This design comes from an exercise in tuning for small area, a short achievable clock period and few clock cycles per item on the open sky130 flow, not from production work.
The RTL was checked by simulation tests, not by an equivalence proof against the original design.
Power and IR drop assume default switching activity.

==> module psg_seq, before the edit <==
module psg_seq (
    input  logic        i_clk,
    input  logic        i_rst_n,
    input  logic        i_valid,
    input  logic [63:0] i_item,
    input  logic [2:0]  i_deg,       
    input  logic [4:0]  i_n,
    input  logic        i_take,      
    output logic        o_full,
    output logic        o_ready,     
    output logic        o_done,
    output logic [4:0]  o_n,
    output logic [63:0] o_tab        
);
    logic        r_full;
    logic        r_ready;
    logic        r_done;
    logic        r_ph;               
    logic [2:0]  r_steps;
    logic [47:0] r_coefs;            
    logic [4:0]  r_n;
    logic [7:0]  r_d0;
    logic [7:1][7:0]  r_d;
    logic [7:1][11:0] r_v;
    logic [7:1][11:0] n_v;
    logic [7:1][7:0]  n_d;
    assign o_full  = r_full;
    assign o_ready = r_ready;
    assign o_done = r_done;
    assign o_n    = r_n;
    assign o_tab  = {r_d, r_d0};
    psg_mulj #(.J(1)) u_mul1 (.i_a(r_d[1]), .i_b(r_d0), .o_v(n_v[1]));
    generate
        for (genvar j = 2; j < 7; j++) begin : g_mul
            psg_mulj #(.J(j)) u_mul (.i_a(r_d[j]), .i_b(r_d[j-1]), .o_v(n_v[j]));
        end
        for (genvar j = 1; j < 8; j++) begin : g_fold
            psg_fold u_fold (.i_v(r_v[j]), .o_s(n_d[j]));
        end
    endgenerate
    psg_mulj #(.J(7)) u_mul7 (.i_a(8'd0), .i_b(r_d[6]), .o_v(n_v[7]));
    always_ff @(posedge i_clk) begin
        if (!i_rst_n) begin
            r_full  <= 1'b0;
            r_ready <= 1'b1;
            r_done  <= 1'b0;
        end else if (!r_full) begin
            r_full  <= i_valid;
            r_ready <= !i_valid;
            r_done  <= i_valid && (i_deg <= 3'd1);
        end else if (i_take) begin
            r_full  <= 1'b0;
            r_ready <= 1'b1;
            r_done  <= 1'b0;
        end else if (r_steps != 3'd0 && r_ph) begin
            r_done <= (r_steps == 3'd1);
        end
    end
    always_ff @(posedge i_clk) begin
        r_v <= n_v;
        if (!r_full) begin
            r_ph    <= 1'b0;
            r_steps <= (i_deg == 3'd0) ? 3'd0 : i_deg - 3'd1;
            r_coefs <= i_item[47:0];
            r_n     <= i_n;
            r_d0    <= (i_deg == 3'd0) ? i_item[63:56] : i_item[55:48];
            r_d[1]  <= (i_deg == 3'd0) ? 8'd0 : i_item[63:56];
            for (int j = 2; j < 8; j++) r_d[j] <= 8'd0;
        end else if (r_steps != 3'd0) begin
            r_ph <= !r_ph;
            if (r_ph) begin
                r_steps <= r_steps - 3'd1;
                r_coefs <= {r_coefs[39:0], 8'd0};
                r_d0    <= r_coefs[47:40];
                r_d     <= n_d;
            end
        end
    end
endmodule
==> module polynomial_share_generator_mod251, before the edit <==
module polynomial_share_generator_mod251 (
    input  logic        i_clk,
    input  logic        i_rst_n,
    input  logic        i_cfg_we,
    input  logic [0:0]  i_cfg_idx,
    input  logic [4:0]  i_cfg_data,
    input  logic        i_valid,
    output logic        o_ready,
    input  logic [63:0] i_item,
    output logic        o_valid,
    input  logic        i_ready,
    output logic [13:0] o_item
);
    logic [3:0]  r_threshold;
    logic [4:0]  r_share_count;
    logic [2:0]  deg;
    logic [4:0]  cnt;
    logic        a_full;
    logic        a_done;
    logic [4:0]  a_n;
    logic [63:0] a_tab;
    logic        load;
    always_ff @(posedge i_clk) begin
        if (!i_rst_n) begin
            r_threshold   <= 4'd2;
            r_share_count <= 5'd4;
        end else if (i_cfg_we) begin
            if (i_cfg_idx == 1'b0) begin
                r_threshold   <= i_cfg_data[3:0];
            end else begin
                r_share_count <= i_cfg_data;
            end
        end
    end
    always_comb begin
        if (r_threshold == 4'd0)     deg = 3'd0;
        else if (r_threshold > 4'd8) deg = 3'd7;
        else                         deg = 3'(r_threshold - 4'd1);
        if (r_share_count == 5'd0)       cnt = 5'd1;
        else if (r_share_count > 5'd16)  cnt = 5'd16;
        else                             cnt = r_share_count;
    end
    psg_seq u_seq (
        .i_clk    (i_clk),
        .i_rst_n  (i_rst_n),
        .i_valid  (i_valid),
        .i_item   (i_item),
        .i_deg    (deg),
        .i_n      (cnt),
        .i_take   (load),
        .o_full   (a_full),
        .o_ready  (o_ready),
        .o_done   (a_done),
        .o_n      (a_n),
        .o_tab    (a_tab)
    );
    logic        r_valid;
    logic        r_last;
    logic [4:0]  r_x;
    logic [4:0]  r_n;
    logic [7:0]  r_out;
    logic [7:1][7:0] r_r;
        logic [6:1][7:0] st_r;
    logic [7:0]  ld_out;
    logic [7:0]  st_out;
    logic        step;
    logic        sel_load;
    logic        en;
    assign sel_load = a_done && (!r_valid || r_last);
    assign load = sel_load && (!r_valid || i_ready);
    assign step = r_valid && i_ready && !r_last;
    assign en   = load || step;
    generate
        for (genvar j = 1; j < 7; j++) begin : g_add
            psg_add2 u_add (.i_a(r_r[j]), .i_b(r_r[j+1]), .o_s(st_r[j]));
        end
    endgenerate
    psg_add3 u_out_ld (.i_a({1'b0, a_tab[7:0]}), .i_b({1'b0, a_tab[15:8]}), .i_c(9'd0), .o_s(ld_out));
    psg_add3 u_out_st (.i_a({1'b0, r_out}), .i_b({1'b0, r_r[1]}), .i_c({1'b0, r_r[2]}), .o_s(st_out));
    always_ff @(posedge i_clk) begin
        if (!i_rst_n) begin
            r_valid <= 1'b0;
        end else if (load) begin
            r_valid <= 1'b1;
        end else if (i_ready) begin
            if (r_last) r_valid <= 1'b0;
        end
    end
    always_ff @(posedge i_clk) begin
        if (en) begin
            r_x    <= sel_load ? 5'd1 : r_x + 5'd1;
            r_n    <= sel_load ? a_n : r_n;
            r_last <= sel_load ? (a_n == 5'd1) : (r_x + 5'd1 == r_n);
            r_out  <= sel_load ? ld_out : st_out;
            r_r    <= sel_load ? a_tab[63:8] : {r_r[7], st_r};
        end
    end
    assign o_valid = r_valid;
    assign o_item  = {r_x, r_out, r_last};
endmodule
clock: 11.0 ns
lec_check: 0
cap_margin: 20
core_margin: 2
core_utilization: 40
slew_margin: 20
standard.sh (not shown) runs the stock make flow with config.mk's settings and CLKGATE_MAP_FILE= SYNTH_SCRIPT=/design/flow/synth_recipe.tcl, a recipe that flattens the netlist after the stock synthesis.
==> flow/flow/run.sh <==
#!/bin/bash
# Standard layout, with timing repair asked to leave 7.5 ns of setup slack at the design's
# clock period (the standard flow stops repairing once the design meets the period).
set -euo pipefail
bash standard.sh SETUP_SLACK_MARGIN=7.5 finish > flow_standard.log 2>&1
Testbench counts at the start, summed over its fixed seeds: cycles 14,034, shares 13,040.
==> next run, changes <==
--- a/flow/design.v
+++ b/flow/design.v
@@ -68,4 +68,5 @@
     input  logic [4:0]  i_n,
     input  logic        i_take,      
+    input  logic        i_bvalid_n,  
     output logic        o_full,
     output logic        o_ready,     
@@ -101,4 +102,19 @@
     endgenerate
     psg_mulj #(.J(7)) u_mul7 (.i_a(8'd0), .i_b(r_d[6]), .o_v(n_v[7]));
+    logic full_n;
+    logic done_n;
+    always_comb begin
+        full_n = r_full;
+        done_n = r_done;
+        if (r_ready) begin
+            full_n = i_valid;
+            done_n = i_valid && (i_deg <= 3'd1);
+        end else if (i_take) begin
+            full_n = 1'b0;
+            done_n = 1'b0;
+        end else if (r_steps != 3'd0 && r_ph) begin
+            done_n = (r_steps == 3'd1);
+        end
+    end
     always_ff @(posedge i_clk) begin
         if (!i_rst_n) begin
@@ -106,19 +122,13 @@
             r_ready <= 1'b1;
             r_done  <= 1'b0;
-        end else if (!r_full) begin
-            r_full  <= i_valid;
-            r_ready <= !i_valid;
-            r_done  <= i_valid && (i_deg <= 3'd1);
-        end else if (i_take) begin
-            r_full  <= 1'b0;
-            r_ready <= 1'b1;
-            r_done  <= 1'b0;
-        end else if (r_steps != 3'd0 && r_ph) begin
-            r_done <= (r_steps == 3'd1);
+        end else begin
+            r_full  <= full_n;
+            r_done  <= done_n;
+            r_ready <= !full_n || (done_n && !i_bvalid_n);
         end
     end
     always_ff @(posedge i_clk) begin
         r_v <= n_v;
-        if (!r_full) begin
+        if (r_ready) begin
             r_ph    <= 1'b0;
             r_steps <= (i_deg == 3'd0) ? 3'd0 : i_deg - 3'd1;
@@ -161,4 +171,6 @@
     logic [63:0] a_tab;
     logic        load;
+    logic        r_valid;
+    logic        valid_n;
     always_ff @(posedge i_clk) begin
         if (!i_rst_n) begin
@@ -189,4 +201,5 @@
         .i_n      (cnt),
         .i_take   (load),
+        .i_bvalid_n (valid_n),
         .o_full   (a_full),
         .o_ready  (o_ready),
@@ -195,5 +208,4 @@
         .o_tab    (a_tab)
     );
-    logic        r_valid;
     logic        r_last;
     logic [4:0]  r_x;
@@ -207,4 +219,5 @@
     logic        sel_load;
     logic        en;
+    assign valid_n = load || (r_valid && !(i_ready && r_last));
     assign sel_load = a_done && (!r_valid || r_last);
     assign load = sel_load && (!r_valid || i_ready);
@@ -221,8 +234,6 @@
         if (!i_rst_n) begin
             r_valid <= 1'b0;
-        end else if (load) begin
-            r_valid <= 1'b1;
-        end else if (i_ready) begin
-            if (r_last) r_valid <= 1'b0;
+        end else begin
+            r_valid <= valid_n;
         end
     end
Routed wire length drops by 1.9%.
Sequential cell count stays the same.
Cell count drops by 0.35%.
Global-route usage is about the same.
Total power drops by 17%.
Worst setup slack hardly moves.
Clock skew drops by 4.9 ps.
Cell area drops by 0.51%.
Clock-buffer cell count drops by 8.
Synthesized cell count drops by 1.1%.
Combinational power drops by 19%.
Critical path depth climbs by 1.
Testbench counts after the change, summed over its fixed seeds: cycles 13,700, shares 13,040.

[static timing again, ports no longer ideal]
In the flow no input, the clock included, has a driving cell. The finished layouts below were timed again as built, in two steps.
Step 1 (the two cells are an assumption about what drives the block):
set clk [get_ports {i_clk}]
set_driving_cell -lib_cell sky130_fd_sc_hd__clkbuf_16 $clk
set_driving_cell -lib_cell sky130_fd_sc_hd__buf_2 [delete_from_list [all_inputs] $clk]
Step 2 also shifts input and output timing later by t, the mid clock arrival at the registers, as if the neighbouring blocks saw the same clock.
a / b / c = ideal / step 1 / step 2; a / b = the first two.
run	t, ns	setup WS [ns]	hold WS [ns]	slew at the worst register clock pin (ns)
the first run	0.611	7.477 / 7.477 / 7.080	0.437 / 0.437 / 0.437	0.06 / 0.06
the second run	0.641	7.477 / 7.477 / 7.000	0.432 / 0.432 / 0.432	0.07 / 0.07
After both steps every run listed still meets setup and hold. The setup slack of the second run, which loses most, moves by 0.000 ns with the drivers and by -0.477 ns with both steps.
